Background: an optimization exercise with open tools, aiming at small area and a short achievable clock period. Do not read the settings as production practice. In this exercise RTL edits were held to simulation tests only and were not proved equivalent to the original. No activity file was given, so power comes from the tool's default toggle rates.

Setup of amber:
==> flow/design.v <==
package psum_buf_pkg;
  typedef logic [32-1:0] psum_word_t;
  typedef struct packed {
    logic        rsvd_31;
    logic        start;
    logic        soft_reset;
    logic [12:0] rsvd_28_16;
    logic [3:0]  tile_size;
    logic [7:0]  rsvd_11_4;
    logic [3:0]  filter_r;
  } acc_params_t;
  typedef enum logic [1:0] {
    IDLE_BUFFER,
    ISSUE_RD,
    WAIT_RD,
    BUFFER_DONE
  } rd_state_e;
  typedef enum logic [0:0] {
    FEED_IDLE,
    FEEDING
  } feed_state_e;
endpackage
`timescale 1ns/1ns
module burst_reader (
  input  logic        CLK,
  input  logic        rst_n,
  input  logic        buffer_req,
  input  logic        clear_req,
  input  psum_buf_pkg::psum_word_t  base_addr,
  input  psum_buf_pkg::psum_word_t  m_axi_rdata,
  input  logic        m_axi_rvalid_rready,
  input  logic        txn_done,
  input  logic        axi_error,
  output psum_buf_pkg::psum_word_t  m_ar_addr,
  output logic        init_axi_rd_txn,
  output logic        psums_buffered,
  output logic        buffer_error,
  output logic        fill_wr_en,
  output psum_buf_pkg::psum_word_t  fill_wr_data,
  output logic        fill_clear,
  input  logic        fill_full
);
  localparam int BURST_STEP = 16 * 4;
  localparam int CNT_W = $clog2(3 + 1);
  localparam logic [CNT_W-1:0] LAST_CNT = 3;
  logic             st_idle;
  logic             st_issue;
  logic             st_wait;
  logic             st_done;
  logic             buffer_req_q;
  logic             clear_req_q;
  logic             buffer_pulse;
  logic [CNT_W-1:0] burst_cnt;
  logic             last_burst;
  always_ff @(posedge CLK) begin
    if (!rst_n) begin
      buffer_req_q <= 1'b0;
      clear_req_q  <= 1'b0;
    end else begin
      buffer_req_q <= buffer_req;
      clear_req_q  <= clear_req;
    end
  end
  assign buffer_pulse = buffer_req & ~buffer_req_q;
  assign fill_clear   = clear_req & ~clear_req_q;
  assign fill_wr_en   = st_wait & m_axi_rvalid_rready;
  assign fill_wr_data = m_axi_rdata;
  assign last_burst = (burst_cnt == LAST_CNT);
  always_ff @(posedge CLK) begin
    if (st_idle && buffer_pulse) begin
      burst_cnt <= '0;
    end else if (st_issue) begin
      burst_cnt <= burst_cnt + 1'b1;
    end
  end
  always_ff @(posedge CLK) begin
    if (!rst_n) begin
      st_idle         <= 1'b1;
      st_issue        <= 1'b0;
      st_wait         <= 1'b0;
      st_done         <= 1'b0;
      init_axi_rd_txn <= 1'b0;
      m_ar_addr       <= 32'h4000_0000;
      psums_buffered  <= 1'b0;
      buffer_error    <= 1'b0;
    end else begin
      st_idle         <= (st_idle & ~buffer_pulse) | st_done;
      st_issue        <= (st_idle & buffer_pulse) | (st_wait & txn_done & ~last_burst);
      st_wait         <= st_issue | (st_wait & ~txn_done);
      st_done         <= st_wait & txn_done & last_burst;
      init_axi_rd_txn <= st_issue;
      if (st_idle && buffer_pulse) begin
        psums_buffered <= 1'b0;
        buffer_error   <= 1'b0;
      end
      if (st_issue) begin
        m_ar_addr <= base_addr + psum_buf_pkg::psum_word_t'(burst_cnt * BURST_STEP);
      end
      if (st_wait) begin
        if ((m_axi_rvalid_rready && fill_full) || (txn_done && axi_error)) begin
          buffer_error <= 1'b1;
        end
        if (txn_done && last_burst) begin
          psums_buffered <= 1'b1;
        end
      end
      if (st_done) begin
        m_ar_addr <= 32'h4000_0000;
      end
    end
  end
endmodule
`timescale 1ns/1ns
module psum_fifo (
  input  logic       CLK,
  input  logic       rst_n,
  input  logic       pop,
  output psum_buf_pkg::psum_word_t pop_data,
  output logic       empty,
  input  logic       fill_wr_en,
  input  psum_buf_pkg::psum_word_t fill_wr_data,
  input  logic       fill_clear,
  output logic       fill_full
);
  localparam int AW = $clog2(64);
  localparam int DEPTH = 64;
  localparam logic [AW:0] DEPTH_CNT = 64;
  logic [DEPTH-1:0][32-1:0] mem;
  logic [7:0]    wr_lo;
  logic [7:0]    wr_hi;
  logic [7:0]    rd_lo;
  logic [7:0]    rd_hi;
  logic [AW:0]   count;
  logic [AW:0]   count_next;
  logic          full_q;
  logic          empty_q;
  logic          do_wr;
  logic          do_rd;
  assign fill_full = full_q;
  assign empty     = empty_q;
  assign do_wr     = fill_wr_en & ~full_q;
  assign do_rd     = pop & ~empty_q;
  logic [7:0] we_hi;
  assign we_hi = {8{fill_wr_en & ~full_q}} & wr_hi;
  always_ff @(posedge CLK) begin
    for (int i = 0; i < DEPTH; i++) begin
      if (we_hi[i / 8] && wr_lo[i % 8]) begin
        mem[i] <= fill_wr_data;
      end
    end
  end
  always_comb begin
    psum_buf_pkg::psum_word_t grp;
    pop_data = '0;
    for (int g = 0; g < 8; g++) begin
      grp = '0;
      for (int j = 0; j < 8; j++) begin
        grp = grp | ({32{rd_lo[j]}} & mem[8 * g + j]);
      end
      pop_data = pop_data | ({32{rd_hi[g]}} & grp);
    end
  end
  logic [AW:0] count_inc;
  logic [AW:0] count_dec;
  assign count_inc = count + 1'b1;
  assign count_dec = count - 1'b1;
  always_comb begin
    count_next = count;
    case ({do_wr, do_rd})
      2'b10: count_next = count_inc;
      2'b01: count_next = count_dec;
      default: ;
    endcase
  end
  always_ff @(posedge CLK) begin
    if (!rst_n || fill_clear) begin
      wr_lo   <= 8'd1;
      wr_hi   <= 8'd1;
      rd_lo   <= 8'd1;
      rd_hi   <= 8'd1;
      count   <= '0;
      full_q  <= 1'b0;
      empty_q <= 1'b1;
    end else begin
      if (do_wr) begin
        wr_lo <= {wr_lo[6:0], wr_lo[7]};
        if (wr_lo[7]) begin
          wr_hi <= {wr_hi[6:0], wr_hi[7]};
        end
      end
      if (do_rd) begin
        rd_lo <= {rd_lo[6:0], rd_lo[7]};
        if (rd_lo[7]) begin
          rd_hi <= {rd_hi[6:0], rd_hi[7]};
        end
      end
      count   <= count_next;
      case ({do_wr, do_rd})
        2'b10: begin
          full_q  <= (count == DEPTH_CNT - 1'b1);
          empty_q <= 1'b0;
        end
        2'b01: begin
          full_q  <= 1'b0;
          empty_q <= (count == 7'd1);
        end
        default: ;
      endcase
    end
  end
endmodule
`timescale 1ns/1ns
module psum_feeder (
  input  logic       CLK,
  input  logic       rst_n,
  input  logic       start,
  input  logic [3:0] tile_size,
  input  logic [3:0] param_r,
  input  logic       act_valid,
  input  psum_buf_pkg::psum_word_t pop_data,
  input  logic       empty,
  output logic       pop,
  output psum_buf_pkg::psum_word_t in_psum_out,
  output logic       in_psum_valid,
  output logic       feed_done
);
  psum_buf_pkg::feed_state_e state;
  logic        start_q;
  logic        start_pulse;
  logic        zero_tile;
  logic [3:0]  r_left;
  logic [3:0]  t_left;
  logic [3:0]  r_load;
  logic        last_r;
  logic        last_word;
  assign start_pulse = start & ~start_q;
  assign zero_tile   = (tile_size == 4'd0) | (param_r == 4'd0);
  assign last_r      = (r_left == 4'd1);
  assign last_word   = last_r & (t_left == 4'd1);
  assign pop = (state == psum_buf_pkg::FEEDING) & act_valid & ~empty;
  always_ff @(posedge CLK) begin
    in_psum_out <= pop_data;
  end
  always_ff @(posedge CLK) begin
    if (state == psum_buf_pkg::FEED_IDLE) begin
      if (start_pulse) begin
        r_left <= param_r;
        t_left <= tile_size;
        r_load <= param_r;
      end
    end else if (pop) begin
      if (last_r) begin
        r_left <= r_load;
        t_left <= t_left - 4'd1;
      end else begin
        r_left <= r_left - 4'd1;
      end
    end
  end
  always_ff @(posedge CLK) begin
    if (!rst_n) begin
      state         <= psum_buf_pkg::FEED_IDLE;
      start_q       <= 1'b0;
      in_psum_valid <= 1'b0;
      feed_done     <= 1'b0;
    end else begin
      start_q       <= start;
      in_psum_valid <= pop;
      case (state)
        psum_buf_pkg::FEED_IDLE: begin
          if (start_pulse) begin
            if (zero_tile) begin
              feed_done <= 1'b1;
            end else begin
              feed_done <= 1'b0;
              state     <= psum_buf_pkg::FEEDING;
            end
          end
        end
        psum_buf_pkg::FEEDING: begin
          if (pop && last_word) begin
            feed_done <= 1'b1;
            state     <= psum_buf_pkg::FEED_IDLE;
          end
        end
        default: state <= psum_buf_pkg::FEED_IDLE;
      endcase
    end
  end
endmodule
`timescale 1ns/1ns
module psum_buffer_top (
  input  logic        CLK,
  input  logic        RESETN,
  input  psum_buf_pkg::acc_params_t acc_params,
  input  psum_buf_pkg::psum_word_t  output_base_addr,
  input  psum_buf_pkg::psum_word_t  mem_ctrl,
  input  logic        act_valid,
  input  psum_buf_pkg::psum_word_t  m_axi_rdata,
  input  logic        m_axi_rvalid_rready,
  input  logic        txn_done,
  input  logic        axi_error,
  output psum_buf_pkg::psum_word_t  pe_status,
  output psum_buf_pkg::psum_word_t  in_psum_out,
  output logic        in_psum_valid,
  output psum_buf_pkg::psum_word_t  m_ar_addr,
  output logic        init_axi_rd_txn
);
  localparam int MEM_BUFFER_PSUMS = 6;
  localparam int MEM_CLEAR_PSUMS  = 7;
  localparam int ST_PSUMS_BUFFERED = 0;
  localparam int ST_FEED_DONE      = 1;
  localparam int ST_PSUM_ERROR     = 16;
  logic       rst_n;
  logic       buffer_req;
  logic       clear_req;
  logic       psums_buffered;
  logic       buffer_error;
  logic       feed_done;
  logic       fifo_pop;
  logic       fifo_empty;
  psum_buf_pkg::psum_word_t fifo_pop_data;
  logic       fill_wr_en;
  psum_buf_pkg::psum_word_t fill_wr_data;
  logic       fill_clear;
  logic       fill_full;
  assign rst_n      = RESETN & ~acc_params.soft_reset;
  assign buffer_req = mem_ctrl[MEM_BUFFER_PSUMS];
  assign clear_req  = mem_ctrl[MEM_CLEAR_PSUMS];
  always_comb begin
    pe_status                    = '0;
    pe_status[ST_PSUMS_BUFFERED] = psums_buffered;
    pe_status[ST_FEED_DONE]      = feed_done;
    pe_status[ST_PSUM_ERROR]     = buffer_error;
  end
  burst_reader u_burst_reader (
    .CLK                 (CLK),
    .rst_n               (rst_n),
    .buffer_req          (buffer_req),
    .clear_req           (clear_req),
    .base_addr           (output_base_addr),
    .m_axi_rdata         (m_axi_rdata),
    .m_axi_rvalid_rready (m_axi_rvalid_rready),
    .txn_done            (txn_done),
    .axi_error           (axi_error),
    .m_ar_addr           (m_ar_addr),
    .init_axi_rd_txn     (init_axi_rd_txn),
    .psums_buffered      (psums_buffered),
    .buffer_error        (buffer_error),
    .fill_wr_en          (fill_wr_en),
    .fill_wr_data        (fill_wr_data),
    .fill_clear          (fill_clear),
    .fill_full           (fill_full)
  );
  psum_fifo u_psum_fifo (
    .CLK      (CLK),
    .rst_n    (rst_n),
    .pop      (fifo_pop),
    .pop_data (fifo_pop_data),
    .empty    (fifo_empty),
    .fill_wr_en   (fill_wr_en),
    .fill_wr_data (fill_wr_data),
    .fill_clear   (fill_clear),
    .fill_full    (fill_full)
  );
  psum_feeder u_psum_feeder (
    .CLK           (CLK),
    .rst_n         (rst_n),
    .start         (acc_params.start),
    .tile_size     (acc_params.tile_size),
    .param_r       (acc_params.filter_r),
    .act_valid     (act_valid),
    .pop_data      (fifo_pop_data),
    .empty         (fifo_empty),
    .pop           (fifo_pop),
    .in_psum_out   (in_psum_out),
    .in_psum_valid (in_psum_valid),
    .feed_done     (feed_done)
  );
endmodule
clock: 4.5 ns
lec_check: 0
cap_margin: 20
core_margin: 2
core_utilization: 60
setup_slack_margin: 2.0
slew_margin: 20
run.sh (not shown) runs the stock make flow with config.mk's settings and CLKGATE_MAP_FILE= SYNTH_SCRIPT=/design/flow/synth_recipe.tcl, a recipe that flattens the netlist after the stock synthesis.
Here is what was changed in the inputs of garnet compared with amber.
-- flow/design.v --
<<< amber, line 129
  logic [7:0]    wr_lo;
  logic [7:0]    wr_hi;
  logic [7:0]    rd_lo;
  logic [7:0]    rd_hi;
  logic [AW:0]   count;
  logic [AW:0]   count_next;
>>> garnet, line 129
  logic [7:0]    wr_lo;
  logic [7:0]    wr_hi;
  logic [DEPTH-1:0] rd_sel;
  logic [AW:0]   count;
  logic [AW:0]   count_next;
<<< amber, line 151
  end
  always_comb begin
    psum_buf_pkg::psum_word_t grp;
    pop_data = '0;
    for (int g = 0; g < 8; g++) begin
      grp = '0;
      for (int j = 0; j < 8; j++) begin
        grp = grp | ({32{rd_lo[j]}} & mem[8 * g + j]);
      end
      pop_data = pop_data | ({32{rd_hi[g]}} & grp);
    end
  end
>>> garnet, line 150
  end
  always_comb begin
    pop_data = '0;
    for (int i = 0; i < DEPTH; i++) begin
      pop_data = pop_data | ({32{rd_sel[i]}} & mem[i]);
    end
  end
<<< amber, line 177
      wr_lo   <= 8'd1;
      wr_hi   <= 8'd1;
      rd_lo   <= 8'd1;
      rd_hi   <= 8'd1;
      count   <= '0;
      full_q  <= 1'b0;
>>> garnet, line 171
      wr_lo   <= 8'd1;
      wr_hi   <= 8'd1;
      rd_sel  <= DEPTH'(1);
      count   <= '0;
      full_q  <= 1'b0;
<<< amber, line 190
      end
      if (do_rd) begin
        rd_lo <= {rd_lo[6:0], rd_lo[7]};
        if (rd_lo[7]) begin
          rd_hi <= {rd_hi[6:0], rd_hi[7]};
        end
      end
      count   <= count_next;
>>> garnet, line 183
      end
      if (do_rd) begin
        rd_sel <= {rd_sel[DEPTH-2:0], rd_sel[DEPTH-1]};
      end
      count   <= count_next;
Findings:
garnet went all the way through the flow, and no timing, DRC or antenna check failed. When garnet is measured against amber, its time the worst path needs with I/O delays and setup turns out 0.0033 ns higher. Re flip-flop and latch count: garnet is 2.2% up on amber. Via count: garnet worse than amber. [diff] routed wire length, garnet relative to amber: regression. Against amber, garnet comes in 0.2 points lower on combinational power share. As far as highest attainable clock frequency is concerned, amber and garnet perform about the same. Per the comparison of garnet with amber, worst hold slack now sits higher; largest net degree at the start of global routing went up by 1. Delta(overall fraction of global-route tracks in use, garnet - amber) > 0. From amber to garnet the numbers moved as follows: critical path depth has decreased, summed area of non-filler cells in the final layout picked up an extra about 0.4%. Higher relative area of non-clock buffer cells in the final design among garnet and amber: amber.

-- static timing again, ports no longer ideal --
How much do the figures lean on ideal ports? The routed layouts below were timed once more, with nothing changed but the port constraints. Step 1 (the two cells are an assumption about what drives the block):
set clk [get_ports {CLK}]
set_driving_cell -lib_cell sky130_fd_sc_hd__clkbuf_16 $clk
set_driving_cell -lib_cell sky130_fd_sc_hd__buf_2 [delete_from_list [all_inputs] $clk]
Step 2 times the ports against the registers' clock, not the clock port: input delays grow and output delays shrink by t, the midpoint of the rising clock arrivals with the driver on. a / b / c = ideal ports / drivers / drivers and shift; a / b = the first two.
run | t, ns | setup slack, ns | hold WS [ns] | worst setup path at the end | worst register clock-pin slew, ns
amber | 0.895 | 1.861 / 1.861 / 1.096 | 0.309 / 0.294 / 0.469 | input to register | 0.07 / 0.07
garnet | 0.919 | 1.858 / 1.858 / 1.025 | 0.459 / 0.392 / 0.459 | input to register | 0.07 / 0.07
After both steps every run listed still meets setup and hold. The setup slack of garnet, which loses most, moves by 0.000 ns with the drivers and by -0.833 ns with both steps.
